From an optimization exercise on the open Yosys and OpenROAD flow, aimed at small area, a short achievable clock period and few clock cycles per item; shortcuts taken in it are not production practice.
At most, simulation tests tie the RTL to the original design; equivalence was not proved.
Power and IR drop assume default switching activity.

==> v27: inputs <==
==> flow/design.v (excerpt) <==
module arcball_rotation_quaternion_unit #(
  parameter int COORD_BITS = 12,
  parameter int FRAC_BITS  = 16
) (
  input  logic                   clk,
  input  logic                   rst,
  input  logic                   cfg_we,
  input  logic [CFG_INDEX_W-1:0] cfg_index,
  input  logic [CFG_DATA_W-1:0]  cfg_data,
  input  logic                   pointer_valid,
  output logic                   pointer_ready,
  input  logic                   pointer_action,
  input  logic [COORD_BITS-1:0]  pointer_x,
  input  logic [COORD_BITS-1:0]  pointer_y,
  output logic                   rotation_valid,
  input  logic                   rotation_ready,
  output logic [FRAC_BITS+1:0]   rot_x,
  output logic [FRAC_BITS+1:0]   rot_y,
  output logic [FRAC_BITS+1:0]   rot_z,
  output logic [FRAC_BITS+1:0]   rot_w
);
==> flow/config.mk <==
export PLATFORM = sky130hd
export DESIGN_NAME = arcball_rotation_quaternion_unit
export DESIGN_NICKNAME = arcball_rotation_quaternion_unit
export VERILOG_FILES = /design/flow/design.v
export SDC_FILE = /design/flow/constraint.sdc
export NUM_CORES = 4
export LEC_CHECK = 0
export CAP_MARGIN = 20
export CORE_MARGIN = 2
export CORE_UTILIZATION = 40
export SETUP_SLACK_MARGIN = 5
export SLEW_MARGIN = 20
==> flow/constraint.sdc <==
create_clock -name core_clock -period 12.5 [get_ports {clk}]
set_input_delay 2.5000 -clock core_clock [delete_from_list [all_inputs] [get_ports {clk}]]
set_output_delay 2.5000 -clock core_clock [all_outputs]
set_load 0.01 [all_outputs]
run.sh (not shown) runs the stock make flow with config.mk's settings and CLKGATE_MAP_FILE= SYNTH_SCRIPT=/design/flow/synth_recipe.tcl, a recipe that flattens the netlist after the stock synthesis.
==> inputs of v37, as changes to v27 <==
--- a/flow/design.v
+++ b/flow/design.v
@@ -634,13 +634,14 @@
   assign s[34] = t271c;
   assign c[34] = (a[17] & b[17]);
   assign s[35] = 1'b0;
   assign c[35] = 1'b0;
 endmodule
-module arb_sqrt #(
+module arb_iter #(
   parameter int K = 3
 ) (
+  input  logic        div,
   input  logic [20:0] rem_i,
   input  logic [35:0] rad_i,
   input  logic [17:0] root_i,
   output logic [20:0] rem_o,
   output logic [35:0] rad_o,
@@ -648,53 +649,39 @@
 );
   always_comb begin
     logic [20:0] rem;
     logic [35:0] rad;
     logic [17:0] root;
-    logic [20:0] cand;
+    logic [20:0] cand, trial;
     logic [21:0] diff;
+    logic        ge;
     rem  = rem_i;
     rad  = rad_i;
     root = root_i;
     for (int i = 0; i < K; i++) begin
-      cand = {rem[18:0], rad[35:34]};
-      diff = {1'b0, cand} - {2'b00, root, 2'b01};
-      rem  = diff[21] ? cand : diff[20:0];
-      root = {root[16:0], ~diff[21]};
-      rad  = {rad[33:0], 2'b00};
+      if (div) begin
+        cand  = {2'b00, rem[17:0], rad[35]};
+        trial = {3'b000, root};
+      end else begin
+        cand  = {rem[18:0], rad[35:34]};
+        trial = {1'b0, root, 2'b01};
+      end
+      diff = {1'b0, cand} - {1'b0, trial};
+      ge   = ~diff[21];
+      rem  = ge ? diff[20:0] : cand;
+      if (div) begin
+        rad = {rad[34:0], ge};
+      end else begin
+        rad  = {rad[33:0], 2'b00};
+        root = {root[16:0], ge};
+      end
     end
     rem_o  = rem;
     rad_o  = rad;
     root_o = root;
   end
 endmodule
-module arb_div #(
-  parameter int K = 3
-) (
-  input  logic [17:0] den,
-  input  logic [17:0] rem_i,
-  input  logic [17:0] nq_i,
-  output logic [17:0] rem_o,
-  output logic [17:0] nq_o
-);
-  always_comb begin
-    logic [17:0] rem;
-    logic [17:0] nq;
-    logic [18:0] cand;
-    logic [19:0] diff;
-    rem = rem_i;
-    nq  = nq_i;
-    for (int i = 0; i < K; i++) begin
-      cand = {rem, nq[17]};
-      diff = {1'b0, cand} - {2'b00, den};
-      rem  = diff[19] ? cand[17:0] : diff[17:0];
-      nq   = {nq[16:0], ~diff[19]};
-    end
-    rem_o = rem;
-    nq_o  = nq;
-  end
-endmodule
 import arb_pkg::*;
 module arcball_rotation_quaternion_unit #(
   parameter int COORD_BITS = 12,
   parameter int FRAC_BITS  = 16
 ) (
@@ -729,18 +716,17 @@
   logic        outside;
   logic        mx_s, my_s;
   logic [17:0] mx_m, my_m;
   logic        ex_s, ey_s, ax_s, ay_s;
   logic [16:0] ex_m, ey_m, ez_m, ax_m, ay_m, az_m;
+  logic        it_div;
   logic [20:0] it_rem;
   logic [35:0] it_rad;
   logic [17:0] it_root;
-  logic [17:0] dy_rem;
   logic [20:0] nx_rem;
   logic [35:0] nx_rad;
   logic [17:0] nx_root;
-  logic [17:0] nx_dxr, nx_dxq, nx_dyr, nx_dyq;
   logic [17:0] opa, opb;
   logic [2:0]  iop;
   logic        ineg;
   logic [35:0] ms, mc;
   logic [35:0] s_q, c_q;
@@ -790,11 +776,11 @@
               2'd0:    begin opa = {1'b0, ec_x}; opb = {1'b0, ec_x}; end
               2'd1:    begin opa = {1'b0, ec_x}; opb = {16'd0, ec_c[17], 1'b0}; end
               default: begin opa = {17'd0, ec_c[17]}; opb = 18'd1; end
             endcase
           end
-        end else if (f_v) begin
+        end else if (f_v && !hold2) begin
           opa = mx_m; opb = mx_m; iop = OP_LD;
         end
       end
       5'd3: if (f_v) begin
         opa = my_m; opb = my_m; iop = OP_AC;
@@ -840,18 +826,15 @@
     c_q   <= mc;
     neg_q <= ineg;
     if (rst) op_q <= OP_NOP;
     else     op_q <= iop;
   end
-  logic [35:0] base, bx, u, v, tsum, res;
+  logic [35:0] prod, base, res;
   always_comb begin
+    prod = s_q + c_q;
     base = (op_q == OP_AC) ? acc : 36'd0;
-    bx   = neg_q ? ~base : base;
-    u    = bx ^ s_q ^ c_q;
-    v    = (bx & s_q) | (bx & c_q) | (s_q & c_q);
-    tsum = u + {v[34:0], 1'b0};
-    res  = neg_q ? ~tsum : tsum;
+    res  = neg_q ? (base - prod) : (base + prod);
   end
   logic        p_lt;
   logic [17:0] p_mag;
   always_comb begin
     logic        gt3;
@@ -877,40 +860,26 @@
     else                                rnd = q[17:0];
     for (int i = 0; i < 17; i++) hi_mask[i] = ((eps >> (2 * i)) == 32'd0);
     x = rnd[17] ? ~rnd[16:0] : rnd[16:0];
     rnd_big = |(x & hi_mask);
   end
-  arb_sqrt #(.K(3)) u_sqrt (
+  arb_iter #(.K(3)) u_iter (
+    .div    (it_div),
     .rem_i  (it_rem),
     .rad_i  (it_rad),
     .root_i (it_root),
     .rem_o  (nx_rem),
     .rad_o  (nx_rad),
     .root_o (nx_root)
   );
-  arb_div #(.K(3)) u_divx (
-    .den   (it_root),
-    .rem_i (it_rem[17:0]),
-    .nq_i  (it_rad[35:18]),
-    .rem_o (nx_dxr),
-    .nq_o  (nx_dxq)
-  );
-  arb_div #(.K(3)) u_divy (
-    .den   (it_root),
-    .rem_i (dy_rem),
-    .nq_i  (it_rad[17:0]),
-    .rem_o (nx_dyr),
-    .nq_o  (nx_dyq)
-  );
   logic        len_out;
   logic [35:0] len_rad;
-  logic [33:0] numx, numy;
+  logic [33:0] numer;
   always_comb begin
     len_out = (acc[35:33] != 3'd0) || (acc[32] && (acc[31:0] != 32'd0));
-    len_rad = len_out ? acc : (36'h1_0000_0000 - acc);
-    numx    = {(mx_m + {17'd0, it_root[17]}), it_root[16:1]};
-    numy    = {(my_m + {17'd0, it_root[17]}), it_root[16:1]};
+    len_rad = len_out ? acc : ({4'd0, 32'd0} + 36'h1_0000_0000 - acc);
+    numer   = {(((cnt == 5'd16) ? mx_m : my_m) + {17'd0, it_root[17]}), it_root[16:1]};
   end
   assign pointer_ready  = ~rq_v;
   assign rotation_valid = ovalid;
   assign rot_x = ox;
   assign rot_y = oy;
@@ -988,11 +957,11 @@
       if (adv) begin
         case (cnt)
           5'd2:    cnt <= (f_v | b_v) ? 5'd3 : 5'd0;
           5'd11:   cnt <= (f_v && outside) ? 5'd16 : 5'd12;
           5'd12:   cnt <= 5'd0;
-          5'd22:   cnt <= 5'd12;
+          5'd30:   cnt <= 5'd12;
           default: cnt <= cnt + 5'd1;
         endcase
       end
     end
   end
@@ -1011,33 +980,29 @@
       ez_m <= outside ? 17'd0 : it_root[16:0];
     end
     case (cnt)
       5'd5: begin
         outside <= len_out;
+        it_div  <= 1'b0;
         it_rem  <= '0;
         it_rad  <= len_rad;
         it_root <= '0;
       end
-      5'd6, 5'd7, 5'd8, 5'd9, 5'd10, 5'd11: begin
+      5'd6, 5'd7, 5'd8, 5'd9, 5'd10, 5'd11,
+      5'd17, 5'd18, 5'd19, 5'd20, 5'd21, 5'd22,
+      5'd24, 5'd25, 5'd26, 5'd27, 5'd28, 5'd29: begin
         it_rem  <= nx_rem;
         it_rad  <= nx_rad;
         it_root <= nx_root;
       end
-      5'd16: begin
-        it_rem <= {5'd0, numx[33:18]};
-        dy_rem <= {2'd0, numy[33:18]};
-        it_rad <= {numx[17:0], numy[17:0]};
-      end
-      5'd17, 5'd18, 5'd19, 5'd20, 5'd21, 5'd22: begin
-        it_rem <= {3'd0, nx_dxr};
-        dy_rem <= nx_dyr;
-        it_rad <= {nx_dxq, nx_dyq};
-        if (cnt == 5'd22) begin
-          mx_m <= nx_dxq;
-          my_m <= nx_dyq;
-        end
+      5'd16, 5'd23: begin
+        it_div <= 1'b1;
+        it_rem <= {5'd0, numer[33:18]};
+        it_rad <= {numer[17:0], 18'd0};
+        if (cnt == 5'd23) mx_m <= it_rad[17:0];
       end
+      5'd30: my_m <= it_rad[17:0];
       default: ;
     endcase
     if (b_v) begin
       case (cnt)
         5'd7:  begin ox <= rnd; bigf <= rnd_big; end
--- a/flow/config.mk
+++ b/flow/config.mk
@@ -6,7 +6,6 @@
 export NUM_CORES = 4
 export LEC_CHECK = 0
 export CAP_MARGIN = 20
 export CORE_MARGIN = 2
 export CORE_UTILIZATION = 40
-export SETUP_SLACK_MARGIN = 5
 export SLEW_MARGIN = 20
==> summary.txt <==
Run status
The run finished with no timing, DRC or antenna violations.

Cells and area
Summing all non-filler instances in the final layout gives an area of 46800 um2.

Floorplan
In this run the standard cell core region covers 104000 um2.

Drt
The routed metal-1 wire length is roughly 63 mm.

STA
Setup repair after global routing left no endpoint under its margin.
the above is filed under v37

==> summary.txt <==
Run status
The run finished with no timing, DRC or antenna violations.

STA
The number of endpoints with negative hold slack in the final report was 0. Setup repair after global routing could not meet its margin everywhere.

Cells and area
The multi-input gate share of total cell area is 0.580.

Floorplan
The core area is approximately 110000 um2.
the above is filed under v27

Testbench counts of v37, summed over its fixed seeds: cycles 49,081, items 2,880.
For v27, only the layout was checked, not whether the RTL still works.

---

==> inputs of onyx <==
arcball_rotation_quaternion_unit, a different RTL version from the one above (not shown whole).
clock: 12.5 ns
lec_check: 0
cap_margin: 20
core_margin: 2
core_utilization: 40
slew_margin: 20
standard.sh (not shown) runs the stock make flow with config.mk's settings and CLKGATE_MAP_FILE= SYNTH_SCRIPT=/design/flow/synth_recipe.tcl, a recipe that flattens the netlist after the stock synthesis.
==> flow/flow/run.sh <==
#!/bin/bash
set -euo pipefail
export SETUP_SLACK_MARGIN=6.5
bash standard.sh finish > run_standard.log 2>&1
==> garnet (differences from onyx) <==
--- a/flow/design.v
+++ b/flow/design.v
@@ -725,11 +725,11 @@
   logic        eps_pend;
   logic [3:0]  ec;
   logic        ovalid;
   logic        bigf;
   logic        outside;
-  logic        mx_s, my_s;
+  logic        mx_s, my_s, mx_lt, my_lt, mx_gt, my_gt;
   logic [17:0] mx_m, my_m;
   logic        sx_s, sy_s;
   logic [17:0] sx_m, sy_m;
   logic [20:0] it_rem;
   logic [35:0] it_rad;
@@ -750,22 +750,23 @@
   logic [2:0]  op_q;
   logic        neg_q;
   logic [35:0] acc;
   logic [17:0] ox, oy, oz, ow;
   logic go0, hold2, adv;
+  logic short, last;       
+  assign last = (cnt == 4'd12) | (short & (cnt == 4'd11));
   assign go0   = rq_v | s_v | d_v | b_v | eps_pend;
   assign hold2 = eps_pend | (b_v & ovalid & ~rotation_ready);
   assign adv   = (cnt == 4'd0) ? go0 : (cnt == 4'd2) ? ~hold2 : 1'b1;
   logic [3:0] cnt_n, ec_n;
-  logic       eps_pend_n, b_out_n;
+  logic       eps_pend_n, b_out_n, short_n;
   always_comb begin
     cnt_n = cnt;
     if (adv) begin
       case (cnt)
         4'd2:    cnt_n = (m_v | s_v | d_v | b_v) ? 4'd3 : 4'd0;
-        4'd12:   cnt_n = 4'd0;
-        default: cnt_n = cnt + 4'd1;
+        default: cnt_n = last ? 4'd0 : cnt + 4'd1;
       endcase
     end
     ec_n       = ec;
     eps_pend_n = eps_pend;
     if (cnt == 4'd2 && eps_pend) begin
@@ -773,16 +774,18 @@
       if (ec == 4'd10) begin
         ec_n       = '0;
         eps_pend_n = 1'b0;
       end
     end
-    if (cnt == 4'd12 && b_v && !bigf) eps_pend_n = 1'b1;
-    b_out_n = (cnt == 4'd12) ? d_out : b_out;
+    if (last && b_v && !bigf) eps_pend_n = 1'b1;
+    b_out_n = last ? d_out : b_out;
+    short_n = last ? (~(d_v & d_act) | d_out) : short;
     if (rst) begin
       cnt_n      = '0;
       ec_n       = '0;
       eps_pend_n = 1'b0;
+      short_n    = 1'b1;
     end
   end
   localparam int A_PX = 0, A_PY = 1, A_MX = 2, A_MY = 3, A_AX = 4, A_AY = 5,
                  A_AZ = 6, A_EC = 7, A_ES = 8;
   localparam int B_SX = 0, B_SY = 1, B_MX = 2, B_MY = 3, B_EX = 4, B_EY = 5,
@@ -828,19 +831,26 @@
       end
       4'd6: begin sel_a_n[A_AX] = 1'b1; if (b_out_n) sel_b_n[B_EX] = 1'b1; else sel_b_n[B_EY] = 1'b1; end
       4'd7: begin sel_a_n[A_AY] = 1'b1; if (b_out_n) sel_b_n[B_EY] = 1'b1; else sel_b_n[B_EX] = 1'b1; end
       4'd8:  begin sel_a_n[A_AX] = 1'b1; sel_b_n[B_EX] = 1'b1; end
       4'd9:  begin sel_a_n[A_AY] = 1'b1; sel_b_n[B_EY] = 1'b1; end
-      4'd10: begin sel_a_n[A_AZ] = 1'b1; sel_b_n[B_EZ] = 1'b1; end
-      4'd11: begin sel_a_n[A_MX] = 1'b1; sel_b_n[B_MX] = 1'b1; end
+      4'd10: begin
+        if (short_n) begin sel_a_n[A_MX] = 1'b1; sel_b_n[B_MX] = 1'b1; end
+        else         begin sel_a_n[A_AZ] = 1'b1; sel_b_n[B_EZ] = 1'b1; end
+      end
+      4'd11: begin
+        if (short_n) begin sel_a_n[A_MY] = 1'b1; sel_b_n[B_MY] = 1'b1; end
+        else         begin sel_a_n[A_MX] = 1'b1; sel_b_n[B_MX] = 1'b1; end
+      end
       4'd12: begin sel_a_n[A_MY] = 1'b1; sel_b_n[B_MY] = 1'b1; end
       default: ;
     endcase
   end
   always_ff @(posedge clk) begin
     sel_a <= sel_a_n;
     sel_b <= sel_b_n;
+    short <= short_n;
     ecs   <= ecs_n;
   end
   logic [17:0] ec_c;
   logic [16:0] ec_x;
   always_comb begin
@@ -900,12 +910,15 @@
         iop  = OP_AC;
         ineg = b_out ? (ay_s ^ ey_s) : ~(ay_s ^ ex_s);  
       end
       4'd8:  if (b_v && !b_out) begin iop = OP_LD; ineg = ax_s ^ ex_s; end   
       4'd9:  if (b_v && !b_out) begin iop = OP_AC; ineg = ay_s ^ ey_s; end   
-      4'd10: if (b_v && !b_out) begin iop = OP_AC; ineg = 1'b0;        end   
-      4'd11: if (m_v) iop = OP_LD;
+      4'd10: begin
+        if (short) begin if (m_v) iop = OP_LD; end                           
+        else if (b_v) begin iop = OP_AC; ineg = 1'b0; end                    
+      end
+      4'd11: if (m_v) iop = short ? OP_AC : OP_LD;
       4'd12: if (m_v) iop = OP_AC;
       default: ;
     endcase
   end
   arb_mul u_mul (
@@ -928,37 +941,36 @@
     u    = bx ^ s_q ^ c_q;
     v    = (bx & s_q) | (bx & c_q) | (s_q & c_q);
     tsum = u + {v[34:0], 1'b0};
     res  = neg_q ? ~tsum : tsum;
   end
-  logic        p_lt;
-  logic [17:0] p_mag;
+  logic        p_lt, p_gt;
   always_comb begin
-    logic        gt3;
-    logic [17:0] m_lt, m_ge;
-    p_lt  = (res[35:16] == 20'd0);
-    m_lt  = 18'h10000 - {2'b00, res[15:0]};
-    gt3   = (res[35:18] != 18'd0) || ((res[17:16] == 2'b11) && (res[15:0] != 16'd0));
-    m_ge  = gt3 ? 18'h20000 : (res[17:0] - 18'h10000);
-    p_mag = p_lt ? m_lt : m_ge;
+    p_lt = (res[35:16] == 20'd0);
+    p_gt = (res[35:18] != 18'd0) || ((res[17:16] == 2'b11) && (res[15:0] != 16'd0));
   end
+  function automatic logic [17:0] map_mag(input logic [17:0] p, input logic lt, input logic gt);
+    if (lt)      map_mag = 18'h10000 - {2'b00, p[15:0]};
+    else if (gt) map_mag = 18'h20000;
+    else         map_mag = p - 18'h10000;
+  endfunction
   logic [17:0] rnd;
   logic        rnd_big;
   logic [16:0] hi_mask;
   always_comb begin
     logic        sg, cy;
     logic [20:0] q;
-    logic [16:0] x;
+    logic [19:0] xa;
     sg = acc[35];
     cy = acc[15] & (~sg | (acc[14:0] != 15'd0));
     q  = {acc[35], acc[35:16]} + {20'd0, cy};
     if (!q[20] && (q > 21'h10000))      rnd = 18'h10000;
     else if (q[20] && (q < 21'h1F0000)) rnd = 18'h30000;
     else                                rnd = q[17:0];
     for (int i = 0; i < 17; i++) hi_mask[i] = ((eps >> (2 * i)) == 32'd0);
-    x = rnd[17] ? ~rnd[16:0] : rnd[16:0];
-    rnd_big = |(x & hi_mask);
+    xa = acc[35] ? ~acc[35:16] : acc[35:16];
+    rnd_big = (|xa[19:16]) | (|(xa[15:0] & hi_mask[15:0]));
   end
   arb_sqrt #(.K(2)) u_sqrt (
     .rem_i  (it_rem),
     .rad_i  (it_rad),
     .root_i (it_root),
@@ -1032,41 +1044,43 @@
           m_v   <= rq_v;
           m_act <= rq_act;
         end
         4'd1: if (m_v) rq_v <= 1'b0;
         4'd2: if (eps_pend && ec == 4'd10) ovalid <= 1'b1;
-        4'd12: begin
-          if (b_v && bigf) ovalid <= 1'b1;
-          if (d_v && !d_act) begin
-            ax_s <= d_xs;
-            ay_s <= d_ys;
-            ax_m <= dxq[16:0];
-            ay_m <= dyq[16:0];
-            az_m <= d_out ? 17'd0 : dden[16:0];
-          end
-          b_v   <= d_v & d_act;
-          d_v   <= s_v;
-          d_act <= s_act;
-          s_v   <= m_v;
-          s_act <= m_act;
-          m_v   <= 1'b0;
-        end
         default: ;
       endcase
+      if (last) begin
+        if (b_v && bigf) ovalid <= 1'b1;
+        if (d_v && !d_act) begin
+          ax_s <= d_xs;
+          ay_s <= d_ys;
+          ax_m <= dxq[16:0];
+          ay_m <= dyq[16:0];
+          az_m <= d_out ? 17'd0 : dden[16:0];
+        end
+        b_v   <= d_v & d_act;
+        d_v   <= s_v;
+        d_act <= s_act;
+        s_v   <= m_v;
+        s_act <= m_act;
+        m_v   <= 1'b0;
+      end
     end
     cnt      <= cnt_n;
     ec       <= ec_n;
     eps_pend <= eps_pend_n;
     b_out    <= b_out_n;
   end
   always_ff @(posedge clk) begin
     case (op_q)
-      OP_MAPX: begin mx_s <= p_lt; mx_m <= p_mag; end
-      OP_MAPY: begin my_s <= ~p_lt; my_m <= p_mag; end
+      OP_MAPX: begin mx_s <= p_lt;  mx_lt <= p_lt; mx_gt <= p_gt; mx_m <= res[17:0]; end
+      OP_MAPY: begin my_s <= ~p_lt; my_lt <= p_lt; my_gt <= p_gt; my_m <= res[17:0]; end
       OP_LD, OP_AC: acc <= res;
       default: ;
     endcase
+    if (cnt == 4'd3) mx_m <= map_mag(mx_m, mx_lt, mx_gt);
+    if (cnt == 4'd4) my_m <= map_mag(my_m, my_lt, my_gt);
     if (cnt == 4'd1) begin
       outside <= len_out;
       it_rem  <= '0;
       it_rad  <= len_rad;
       it_root <= '0;
@@ -1080,11 +1094,11 @@
       dxr <= nx_dxr;
       dxq <= nx_dxq;
       dyr <= nx_dyr;
       dyq <= nx_dyq;
     end
-    if (cnt == 4'd12) begin
+    if (last) begin
       sx_s <= mx_s;
       sx_m <= mx_m;
       sy_s <= my_s;
       sy_m <= my_m;
       if (d_v && d_act) begin
@@ -1122,11 +1136,11 @@
         4'd5: begin oy <= rnd; bigf <= bigf | rnd_big; end
         4'd7: begin oz <= rnd; bigf <= bigf | rnd_big; end
         default: ;
       endcase
     end
-    if (cnt == 4'd12 && b_v) ow <= rnd;
+    if (last && b_v) ow <= rnd;
     if (cnt == 4'd2 && eps_pend && ec == 4'd10 && acc <= {4'd0, eps}) begin
       ox <= '0;
       oy <= '0;
       oz <= '0;
       ow <= ONE_O;
==> flow/flow/run.sh (replaced) <==
#!/bin/bash
set -euo pipefail
export SETUP_SLACK_MARGIN=7
bash standard.sh finish > run_standard.log 2>&1
--- a/flow/config.mk
+++ b/flow/config.mk
@@ -5,7 +5,7 @@
 export SDC_FILE = /design/flow/constraint.sdc
 export NUM_CORES = 4
 export LEC_CHECK = 0
 export CAP_MARGIN = 20
 export CORE_MARGIN = 2
-export CORE_UTILIZATION = 40
+export CORE_UTILIZATION = 55
 export SLEW_MARGIN = 20
==> xenon (differences from onyx) <==
--- a/flow/design.v
+++ b/flow/design.v
@@ -725,11 +725,11 @@
   logic        eps_pend;
   logic [3:0]  ec;
   logic        ovalid;
   logic        bigf;
   logic        outside;
-  logic        mx_s, my_s;
+  logic        mx_s, my_s, mx_lt, my_lt, mx_gt, my_gt;
   logic [17:0] mx_m, my_m;
   logic        sx_s, sy_s;
   logic [17:0] sx_m, sy_m;
   logic [20:0] it_rem;
   logic [35:0] it_rad;
@@ -750,22 +750,23 @@
   logic [2:0]  op_q;
   logic        neg_q;
   logic [35:0] acc;
   logic [17:0] ox, oy, oz, ow;
   logic go0, hold2, adv;
+  logic short, last;       
+  assign last = (cnt == 4'd12) | (short & (cnt == 4'd11));
   assign go0   = rq_v | s_v | d_v | b_v | eps_pend;
   assign hold2 = eps_pend | (b_v & ovalid & ~rotation_ready);
   assign adv   = (cnt == 4'd0) ? go0 : (cnt == 4'd2) ? ~hold2 : 1'b1;
   logic [3:0] cnt_n, ec_n;
-  logic       eps_pend_n, b_out_n;
+  logic       eps_pend_n, b_out_n, short_n;
   always_comb begin
     cnt_n = cnt;
     if (adv) begin
       case (cnt)
         4'd2:    cnt_n = (m_v | s_v | d_v | b_v) ? 4'd3 : 4'd0;
-        4'd12:   cnt_n = 4'd0;
-        default: cnt_n = cnt + 4'd1;
+        default: cnt_n = last ? 4'd0 : cnt + 4'd1;
       endcase
     end
     ec_n       = ec;
     eps_pend_n = eps_pend;
     if (cnt == 4'd2 && eps_pend) begin
@@ -773,16 +774,18 @@
       if (ec == 4'd10) begin
         ec_n       = '0;
         eps_pend_n = 1'b0;
       end
     end
-    if (cnt == 4'd12 && b_v && !bigf) eps_pend_n = 1'b1;
-    b_out_n = (cnt == 4'd12) ? d_out : b_out;
+    if (last && b_v && !bigf) eps_pend_n = 1'b1;
+    b_out_n = last ? d_out : b_out;
+    short_n = last ? (~(d_v & d_act) | d_out) : short;
     if (rst) begin
       cnt_n      = '0;
       ec_n       = '0;
       eps_pend_n = 1'b0;
+      short_n    = 1'b1;
     end
   end
   localparam int A_PX = 0, A_PY = 1, A_MX = 2, A_MY = 3, A_AX = 4, A_AY = 5,
                  A_AZ = 6, A_EC = 7, A_ES = 8;
   localparam int B_SX = 0, B_SY = 1, B_MX = 2, B_MY = 3, B_EX = 4, B_EY = 5,
@@ -828,19 +831,26 @@
       end
       4'd6: begin sel_a_n[A_AX] = 1'b1; if (b_out_n) sel_b_n[B_EX] = 1'b1; else sel_b_n[B_EY] = 1'b1; end
       4'd7: begin sel_a_n[A_AY] = 1'b1; if (b_out_n) sel_b_n[B_EY] = 1'b1; else sel_b_n[B_EX] = 1'b1; end
       4'd8:  begin sel_a_n[A_AX] = 1'b1; sel_b_n[B_EX] = 1'b1; end
       4'd9:  begin sel_a_n[A_AY] = 1'b1; sel_b_n[B_EY] = 1'b1; end
-      4'd10: begin sel_a_n[A_AZ] = 1'b1; sel_b_n[B_EZ] = 1'b1; end
-      4'd11: begin sel_a_n[A_MX] = 1'b1; sel_b_n[B_MX] = 1'b1; end
+      4'd10: begin
+        if (short_n) begin sel_a_n[A_MX] = 1'b1; sel_b_n[B_MX] = 1'b1; end
+        else         begin sel_a_n[A_AZ] = 1'b1; sel_b_n[B_EZ] = 1'b1; end
+      end
+      4'd11: begin
+        if (short_n) begin sel_a_n[A_MY] = 1'b1; sel_b_n[B_MY] = 1'b1; end
+        else         begin sel_a_n[A_MX] = 1'b1; sel_b_n[B_MX] = 1'b1; end
+      end
       4'd12: begin sel_a_n[A_MY] = 1'b1; sel_b_n[B_MY] = 1'b1; end
       default: ;
     endcase
   end
   always_ff @(posedge clk) begin
     sel_a <= sel_a_n;
     sel_b <= sel_b_n;
+    short <= short_n;
     ecs   <= ecs_n;
   end
   logic [17:0] ec_c;
   logic [16:0] ec_x;
   always_comb begin
@@ -900,12 +910,15 @@
         iop  = OP_AC;
         ineg = b_out ? (ay_s ^ ey_s) : ~(ay_s ^ ex_s);  
       end
       4'd8:  if (b_v && !b_out) begin iop = OP_LD; ineg = ax_s ^ ex_s; end   
       4'd9:  if (b_v && !b_out) begin iop = OP_AC; ineg = ay_s ^ ey_s; end   
-      4'd10: if (b_v && !b_out) begin iop = OP_AC; ineg = 1'b0;        end   
-      4'd11: if (m_v) iop = OP_LD;
+      4'd10: begin
+        if (short) begin if (m_v) iop = OP_LD; end                           
+        else if (b_v) begin iop = OP_AC; ineg = 1'b0; end                    
+      end
+      4'd11: if (m_v) iop = short ? OP_AC : OP_LD;
       4'd12: if (m_v) iop = OP_AC;
       default: ;
     endcase
   end
   arb_mul u_mul (
@@ -928,37 +941,36 @@
     u    = bx ^ s_q ^ c_q;
     v    = (bx & s_q) | (bx & c_q) | (s_q & c_q);
     tsum = u + {v[34:0], 1'b0};
     res  = neg_q ? ~tsum : tsum;
   end
-  logic        p_lt;
-  logic [17:0] p_mag;
+  logic        p_lt, p_gt;
   always_comb begin
-    logic        gt3;
-    logic [17:0] m_lt, m_ge;
-    p_lt  = (res[35:16] == 20'd0);
-    m_lt  = 18'h10000 - {2'b00, res[15:0]};
-    gt3   = (res[35:18] != 18'd0) || ((res[17:16] == 2'b11) && (res[15:0] != 16'd0));
-    m_ge  = gt3 ? 18'h20000 : (res[17:0] - 18'h10000);
-    p_mag = p_lt ? m_lt : m_ge;
+    p_lt = (res[35:16] == 20'd0);
+    p_gt = (res[35:18] != 18'd0) || ((res[17:16] == 2'b11) && (res[15:0] != 16'd0));
   end
+  function automatic logic [17:0] map_mag(input logic [17:0] p, input logic lt, input logic gt);
+    if (lt)      map_mag = 18'h10000 - {2'b00, p[15:0]};
+    else if (gt) map_mag = 18'h20000;
+    else         map_mag = p - 18'h10000;
+  endfunction
   logic [17:0] rnd;
   logic        rnd_big;
   logic [16:0] hi_mask;
   always_comb begin
     logic        sg, cy;
     logic [20:0] q;
-    logic [16:0] x;
+    logic [19:0] xa;
     sg = acc[35];
     cy = acc[15] & (~sg | (acc[14:0] != 15'd0));
     q  = {acc[35], acc[35:16]} + {20'd0, cy};
     if (!q[20] && (q > 21'h10000))      rnd = 18'h10000;
     else if (q[20] && (q < 21'h1F0000)) rnd = 18'h30000;
     else                                rnd = q[17:0];
     for (int i = 0; i < 17; i++) hi_mask[i] = ((eps >> (2 * i)) == 32'd0);
-    x = rnd[17] ? ~rnd[16:0] : rnd[16:0];
-    rnd_big = |(x & hi_mask);
+    xa = acc[35] ? ~acc[35:16] : acc[35:16];
+    rnd_big = (|xa[19:16]) | (|(xa[15:0] & hi_mask[15:0]));
   end
   arb_sqrt #(.K(2)) u_sqrt (
     .rem_i  (it_rem),
     .rad_i  (it_rad),
     .root_i (it_root),
@@ -1032,41 +1044,43 @@
           m_v   <= rq_v;
           m_act <= rq_act;
         end
         4'd1: if (m_v) rq_v <= 1'b0;
         4'd2: if (eps_pend && ec == 4'd10) ovalid <= 1'b1;
-        4'd12: begin
-          if (b_v && bigf) ovalid <= 1'b1;
-          if (d_v && !d_act) begin
-            ax_s <= d_xs;
-            ay_s <= d_ys;
-            ax_m <= dxq[16:0];
-            ay_m <= dyq[16:0];
-            az_m <= d_out ? 17'd0 : dden[16:0];
-          end
-          b_v   <= d_v & d_act;
-          d_v   <= s_v;
-          d_act <= s_act;
-          s_v   <= m_v;
-          s_act <= m_act;
-          m_v   <= 1'b0;
-        end
         default: ;
       endcase
+      if (last) begin
+        if (b_v && bigf) ovalid <= 1'b1;
+        if (d_v && !d_act) begin
+          ax_s <= d_xs;
+          ay_s <= d_ys;
+          ax_m <= dxq[16:0];
+          ay_m <= dyq[16:0];
+          az_m <= d_out ? 17'd0 : dden[16:0];
+        end
+        b_v   <= d_v & d_act;
+        d_v   <= s_v;
+        d_act <= s_act;
+        s_v   <= m_v;
+        s_act <= m_act;
+        m_v   <= 1'b0;
+      end
     end
     cnt      <= cnt_n;
     ec       <= ec_n;
     eps_pend <= eps_pend_n;
     b_out    <= b_out_n;
   end
   always_ff @(posedge clk) begin
     case (op_q)
-      OP_MAPX: begin mx_s <= p_lt; mx_m <= p_mag; end
-      OP_MAPY: begin my_s <= ~p_lt; my_m <= p_mag; end
+      OP_MAPX: begin mx_s <= p_lt;  mx_lt <= p_lt; mx_gt <= p_gt; mx_m <= res[17:0]; end
+      OP_MAPY: begin my_s <= ~p_lt; my_lt <= p_lt; my_gt <= p_gt; my_m <= res[17:0]; end
       OP_LD, OP_AC: acc <= res;
       default: ;
     endcase
+    if (cnt == 4'd3) mx_m <= map_mag(mx_m, mx_lt, mx_gt);
+    if (cnt == 4'd4) my_m <= map_mag(my_m, my_lt, my_gt);
     if (cnt == 4'd1) begin
       outside <= len_out;
       it_rem  <= '0;
       it_rad  <= len_rad;
       it_root <= '0;
@@ -1080,11 +1094,11 @@
       dxr <= nx_dxr;
       dxq <= nx_dxq;
       dyr <= nx_dyr;
       dyq <= nx_dyq;
     end
-    if (cnt == 4'd12) begin
+    if (last) begin
       sx_s <= mx_s;
       sx_m <= mx_m;
       sy_s <= my_s;
       sy_m <= my_m;
       if (d_v && d_act) begin
@@ -1122,11 +1136,11 @@
         4'd5: begin oy <= rnd; bigf <= bigf | rnd_big; end
         4'd7: begin oz <= rnd; bigf <= bigf | rnd_big; end
         default: ;
       endcase
     end
-    if (cnt == 4'd12 && b_v) ow <= rnd;
+    if (last && b_v) ow <= rnd;
     if (cnt == 4'd2 && eps_pend && ec == 4'd10 && acc <= {4'd0, eps}) begin
       ox <= '0;
       oy <= '0;
       oz <= '0;
       ow <= ONE_O;
==> flow/flow/run.sh (replaced) <==
#!/bin/bash
set -euo pipefail
export SETUP_SLACK_MARGIN=7
bash standard.sh finish > run_standard.log 2>&1
--- a/flow/config.mk
+++ b/flow/config.mk
@@ -5,7 +5,7 @@
 export SDC_FILE = /design/flow/constraint.sdc
 export NUM_CORES = 4
 export LEC_CHECK = 0
 export CAP_MARGIN = 20
 export CORE_MARGIN = 2
-export CORE_UTILIZATION = 40
+export CORE_UTILIZATION = 65
 export SLEW_MARGIN = 20
==> comparison <==
Against onyx, the sequential power of garnet is higher by about 2%. Of garnet and xenon, garnet has the higher non-clock buffer count (gap 1). The lowest die area belongs to xenon, the highest to onyx. Against xenon, the first-iteration DRC count of onyx is lower by 19%. In garnet the register-to-register slack is higher than in xenon, by 0.15 ns. Synthesized area is the same in xenon and garnet. Design area, highest first: garnet, xenon, onyx. Clock skew: garnet > onyx > xenon.
Testbench counts of onyx, summed over its fixed seeds: cycles 37,768, items 2,880.
Testbench counts of garnet, summed over its fixed seeds: cycles 36,607, items 2,880.
Testbench counts of xenon, summed over its fixed seeds: cycles 36,607, items 2,880.

afterwards: timing with drivers on the ports:
The results above use ideal ports. As a check the final layouts listed here were re-extracted and re-timed, cells and wires unchanged. Step 1 assumes that a clkbuf_16 drives the clock port and a buf_2 every other input. Step 2 also shifts input and output timing later by t, the mid clock arrival at the registers, as if the neighbouring blocks saw the same clock. Three values: ideal, step 1, step 2; two values: the first two.
| run | t, ns | setup WS [ns] | hold slack, ns |
|---|---|---|---|
| v27 | 0.712 | 4.927 / 4.927 / 4.927 | 0.455 / 0.455 / 0.455 |
| v37 | 0.719 | 2.089 / 2.089 / 2.089 | 0.454 / 0.454 / 0.454 |
| onyx | 0.721 | 6.635 / 6.635 / 6.635 | 0.401 / 0.401 / 0.401 |
| garnet | 0.722 | 7.046 / 7.046 / 6.767 | 0.423 / 0.423 / 0.423 |
| xenon | 0.693 | 6.900 / 6.900 / 6.870 | 0.423 / 0.423 / 0.423 |
After both steps setup and hold are still met in every run listed. For garnet, which loses most, drivers alone change the setup slack by 0.000 ns; drivers and shift together by -0.279 ns.
